Background: an optimization exercise with open tools, aiming at small area and a short achievable clock period. Do not read the settings as production practice. Where RTL was checked, it was by simulation tests only, not by an equivalence proof against the original. Power and IR drop assume default switching activity.

pine:
Design psram_spi_responder, start of the top module:
module psram_spi_responder #(
    parameter int         ADDR_W = 8,
    parameter logic [7:0] MF_ID  = 8'h0D,
    parameter logic [7:0] KGD_ID = 8'h5D
) (
    input  logic sys_clk,
    input  logic sys_reset_n,
    input  logic ce_n,
    input  logic sclk,
    input  logic si,
    output logic so,
    output logic so_oe,
    output logic busy,
    output logic rst_evt,
    output logic cmd_err
);
    localparam int DEPTH = 256;
    typedef enum logic [2:0] {
        S_IDLE, S_CMD, S_ADDR, S_RD, S_WR, S_ID, S_IGNORE
    } state_t;
    typedef enum logic [1:0] {K_RD, K_WR, K_ID} kind_t;
    logic [1:0]        ce_sync_q;
    logic [2:0]        sclk_sync_q;
    logic [1:0]        si_sync_q;
    state_t            state_q;
    kind_t             kind_q;
    logic [4:0]        bitcnt_q;
    logic [6:0]        sh_q;
    logic [2:0]        outcnt_q;
    logic [1:0]        id_idx_q;
    logic              reset_armed_q;
    logic              so_q, so_oe_q, busy_q, rst_evt_q, cmd_err_q;
    logic              we_q;
    logic [7:0]        rot_q;       
  ...
Size: about 10 I/O pins.
clock: 5.0 ns
lec_check: 0
cap_margin: 20
core_margin: 2
core_utilization: 70
cts_cluster_diameter: 60
cts_cluster_size: 32
setup_slack_margin: 2.7
slew_margin: 20
run.sh (not shown) runs the stock make flow with config.mk's settings and CLKGATE_MAP_FILE= SYNTH_SCRIPT=/design/flow/synth_recipe.tcl, a recipe that flattens the netlist after the stock synthesis.
What oak does differently from pine at the input level:
-- flow/design.v --
<<< pine, line 49
    logic [7:0]        id_byte;
    logic              consume, commit, load_pos, last_addr, ins, at0, at1;
    logic [7:0]        pos_ld;
    logic [7:0]        pos_p1, pos_p2;
    logic              bc7_q, bc22_q, bc23_q, oc0_q;
    logic              lo_cap;
    assign ce_s      = ce_sync_q[1];
    assign si_s      = si_sync_q[1];
>>> oak, line 49
    logic [7:0]        id_byte;
    logic              consume, commit, load_pos, last_addr, ins, at0, at1;
    logic [7:0]        pos_p1, pos_p2, pos_ld;
    assign ce_s      = ce_sync_q[1];
    assign si_s      = si_sync_q[1];
<<< pine, line 83
        end
    end
    always_ff @(posedge sys_clk or negedge sys_reset_n) begin
        if (!sys_reset_n) begin
            bc7_q  <= 1'b0;
            bc22_q <= 1'b0;
            bc23_q <= 1'b0;
            oc0_q  <= 1'b1;
        end else begin
            bc7_q  <= bitcnt_q == 5'd7;
            bc22_q <= bitcnt_q == 5'd22;
            bc23_q <= bitcnt_q == 5'd23;
            oc0_q  <= outcnt_q == 3'd0;
        end
    end
    assign load_pos  = !ce_s && in_addr && sclk_rise && bc22_q;
    assign last_addr = !ce_s && in_addr && sclk_rise && bc23_q;
    assign consume   = !ce_s && in_rd && sclk_fall && oc0_q;
    assign commit    = !ce_s && in_wr && sclk_rise && bc7_q;
    always_ff @(posedge sys_clk or negedge sys_reset_n) begin
        if (!sys_reset_n) begin
>>> oak, line 80
        end
    end
    assign load_pos  = !ce_s && in_addr && sclk_rise && bitcnt_q == 5'd22;
    assign last_addr = !ce_s && in_addr && sclk_rise && bitcnt_q == 5'd23;
    assign consume   = !ce_s && in_rd && sclk_fall && outcnt_q == 3'd0;
    assign commit    = !ce_s && in_wr && sclk_rise && bitcnt_q == 5'd7;
    always_ff @(posedge sys_clk or negedge sys_reset_n) begin
        if (!sys_reset_n) begin
<<< pine, line 194
    assign pos_p1 = pos_q + 8'd1;
    assign pos_p2 = pos_q + 8'd2;
    assign lo_cap  = in_rd && ((outcnt_q == 3'd0 && at0) ||
                               (outcnt_q == 3'd1 && at1 && !sclk_fall));
    assign pos_ld = {sh_q[5:0], si_s, 1'b1} + rot_q;
    always_ff @(posedge sys_clk) begin
>>> oak, line 178
    assign pos_p1 = pos_q + 8'd1;
    assign pos_p2 = pos_q + 8'd2;
    assign pos_ld = {sh_q[5:0], si_s, 1'b1} + rot_q;
    always_ff @(posedge sys_clk) begin
<<< pine, line 224
        else if ((in_addr || in_rd) && at0)
            b7b_q <= tap[7];
        if (lo_cap)
            lo_q <= tap[6:0];
        else if (commit)
            lo_q <= byte_in[6:0];
        else if (!ce_s && in_id && sclk_fall && outcnt_q == 3'd0)
>>> oak, line 206
        else if ((in_addr || in_rd) && at0)
            b7b_q <= tap[7];
        if (commit)
            lo_q <= byte_in[6:0];
        else if (!ce_s && in_id && sclk_fall && outcnt_q == 3'd0)
<<< pine, line 232
        else if (!ce_s && (in_rd || in_id) && sclk_fall && outcnt_q != 3'd0)
            lo_q <= {lo_q[5:0], 1'b0};
    end
    genvar p;
>>> oak, line 212
        else if (!ce_s && (in_rd || in_id) && sclk_fall && outcnt_q != 3'd0)
            lo_q <= {lo_q[5:0], 1'b0};
        else if (in_rd && ((outcnt_q == 3'd0 && at0) || (outcnt_q == 3'd1 && at1)))
            lo_q <= tap[6:0];
    end
    genvar p;
Findings:
Number of diodes added for antenna fixing was lower in pine than in oak.
Between oak and pine, it is oak whose number of buffers and inverters on the critical path is lower, by 1.
When the final numbers for oak and pine were put side by side, the headroom to the max-slew limit turned out to be smaller in oak.
Higher total length of routed wires was reported by oak, not pine.
oak finished end to end and its layout was clean on timing, DRC and antenna.
oak vs pine, final clock period utilization by the worst path went up by 1.5 points.
Vertical extent of the die delta (oak -> pine): insignificant
oak: worst setup margin 0.077 ns below pine
On area fraction of clock buffers and clock inverters, oak tracks pine almost exactly.
Net count after synthesis ended up about 1.8% higher on oak than on pine.
Diff oak..pine | flip-flop and latch count after synthesis | negligible
oak vs pine: global-route wire length before repair up by a few percent


== alpha ==
Another version of the RTL of psram_spi_responder (not shown whole).
Size in the first run: roughly 47000 um^2 of cells after synthesis.
make LEC_CHECK=0 CAP_MARGIN=20 CORE_MARGIN=2 CORE_UTILIZATION=70 CTS_CLUSTER_DIAMETER=60 CTS_CLUSTER_SIZE=32 SETUP_SLACK_MARGIN=2.7 SLEW_MARGIN=20 finish   # period 5.0 ns
The following lists how beta was set up differently from alpha:
--- a/flow/design.v
+++ b/flow/design.v
@@ -34,20 +34,20 @@
     logic              we_q;
     logic [7:0]        rot_q;       
     logic [7:0]        pos_q;       
     logic              sel_q;       
     logic              got_q;       
     logic              b7a_q;       
     logic              b7b_q;       
     logic [6:0]        cur_q;       
     logic              pend_q;      
+    logic [7:0]        ins_q;       
     logic [8*DEPTH-1:0] ring_q;
-    logic [7:0]        ins_q;       
     logic              ce_s, sclk_rise, sclk_fall, si_s;
     logic              in_addr, in_rd, in_wr, in_id;
     logic [7:0]        byte_in;
     logic [7:0]        tap;
     logic [7:0]        id_byte;
     logic              consume, commit, load_pos, last_addr, ins, at0, at1;
     logic [7:0]        pos_ld;
     logic [7:0]        pos_p1, pos_p2;
     logic              bc7_q, bc22_q, bc23_q, oc0_q;
@@ -80,33 +80,41 @@
             ce_sync_q   <= 2'b11;
             sclk_sync_q <= '0;
             si_sync_q   <= '0;
         end else begin
             ce_sync_q   <= {ce_sync_q[0], ce_n};
             sclk_sync_q <= {sclk_sync_q[1:0], sclk};
             si_sync_q   <= {si_sync_q[0], si};
         end
     end
-    always_ff @(posedge sys_clk) begin
-        bc7_q  <= bitcnt_q == 5'd7;
-        bc22_q <= bitcnt_q == 5'd22;
-        bc23_q <= bitcnt_q == 5'd23;
-        oc0_q  <= outcnt_q == 3'd0;
+    always_ff @(posedge sys_clk or negedge sys_reset_n) begin
+        if (!sys_reset_n) begin
+            bc7_q  <= 1'b0;
+            bc22_q <= 1'b0;
+            bc23_q <= 1'b0;
+            oc0_q  <= 1'b1;
+        end else begin
+            bc7_q  <= bitcnt_q == 5'd7;
+            bc22_q <= bitcnt_q == 5'd22;
+            bc23_q <= bitcnt_q == 5'd23;
+            oc0_q  <= outcnt_q == 3'd0;
+        end
     end
     assign load_pos  = !ce_s && in_addr && sclk_rise && bc22_q;
     assign last_addr = !ce_s && in_addr && sclk_rise && bc23_q;
     assign consume   = !ce_s && in_rd && sclk_fall && oc0_q;
     assign commit    = !ce_s && in_wr && sclk_rise && bc7_q;
     always_ff @(posedge sys_clk or negedge sys_reset_n) begin
         if (!sys_reset_n) begin
             state_q       <= S_IDLE;
             kind_q        <= K_RD;
             bitcnt_q      <= '0;
+            sh_q          <= '0;
             outcnt_q      <= '0;
             id_idx_q      <= '0;
             reset_armed_q <= 1'b0;
             so_q          <= 1'b0;
             so_oe_q       <= 1'b0;
             busy_q        <= 1'b0;
             rst_evt_q     <= 1'b0;
             cmd_err_q     <= 1'b0;
             we_q          <= 1'b0;
@@ -117,18 +125,20 @@
             if (ce_s) begin
                 state_q  <= S_IDLE;
                 so_q     <= 1'b0;
                 so_oe_q  <= 1'b0;
                 busy_q   <= 1'b0;
                 bitcnt_q <= '0;
                 outcnt_q <= '0;
             end else begin
                 busy_q <= 1'b1;
+                if (sclk_rise)
+                    sh_q <= byte_in[6:0];
                 case (state_q)
                     S_IDLE: begin
                         state_q  <= S_CMD;
                         bitcnt_q <= '0;
                     end
                     S_CMD: if (sclk_rise) begin
                         bitcnt_q <= bitcnt_q + 5'd1;
                         if (bitcnt_q == 5'd7) begin
                             bitcnt_q      <= '0;
@@ -188,26 +198,23 @@
     genvar k;
     generate
         for (k = 0; k < 7; k++) begin : g_cap
             localparam int PW = k >= 5 ? 3 : k >= 3 ? 4 : 5;    
             wire prev = outcnt_q != 3'd0 && outcnt_q <= 3'(7 - k);
             assign cap[k] = in_rd && pos_q[PW-1:0] == (prev ? PW'(1) : PW'(0));
         end
     endgenerate
     assign pos_ld = {sh_q[5:0], si_s, 1'b1} + rot_q;
-    always_ff @(posedge sys_clk)
-        if (!ce_s && sclk_rise)
-            sh_q <= byte_in[6:0];
     always_ff @(posedge sys_clk) begin
         rot_q  <= rot_q + 8'd1;
+        pend_q <= (we_q | pend_q) & ~(pos_q[4:0] == 5'd0);
         for (int k = 0; k < 8; k++)
             ins_q[k] <= ins && pos_q[7:5] == 3'(k);
-        pend_q <= (we_q | pend_q) & ~(pos_q[4:0] == 5'd0);
         if (load_pos)
             pos_q <= pos_ld;
         else if (consume || commit)
             pos_q <= pos_p2;
         else if (last_addr && !si_s)
             pos_q <= pos_q;
         else
             pos_q <= pos_p1;
         if (last_addr) begin
Notes after the runs:
The final layout from beta, which completed every stage, passed the timing, DRC and antenna checks at the end of the flow. Power: beta draws more than alpha. NOTE routed length per instance alpha->beta decreased by a few percent. Delta (beta minus alpha): non-clock buffer count decreased by 9 relative to the old numbers, data arrival time at the worst-slack endpoint now smaller, synthesized-area fraction occupied by and/or/nand/nor cells went up by 0.20 points. alpha -> beta: cell count increased slightly. Taking alpha as the reference, in beta number of cells on the critical path did not really move; area of combinational cells with multiple inputs went up; setup slack after layout went up. Diff beta..alpha | clock sink count | unchanged. Detailed placement HPWL delta (alpha -> beta): insignificant.
The RTL of alpha was laid out without a check of its function.

[afterwards: timing with drivers on the ports]
Ports are ideal in the flow. The routed layouts listed here were re-timed in OpenROAD.
Step 1 (the two cells are an assumption about what drives the block):
set clk [get_ports {sys_clk}]
set_driving_cell -lib_cell sky130_fd_sc_hd__clkbuf_16 $clk
set_driving_cell -lib_cell sky130_fd_sc_hd__buf_2 [delete_from_list [all_inputs] $clk]
Step 2, shift: input delay + t, output delay - t, t = (earliest + latest rising clock arrival at the registers) / 2. This alone moves slack from input paths to output paths.
a / b / c = ideal ports / drivers / drivers and shift; a / b = the first two.
run	shift t [ns]	slack for setup (ns)	worst setup path at the end
pine	0.712	2.681 / 2.681 / 2.681	register to register
oak	0.722	2.604 / 2.604 / 2.604	register to register
alpha	0.708	2.730 / 2.666 / 2.757	register to register
beta	0.700	2.763 / 2.701 / 2.806	register to register
After both steps every run listed still meets setup and hold.
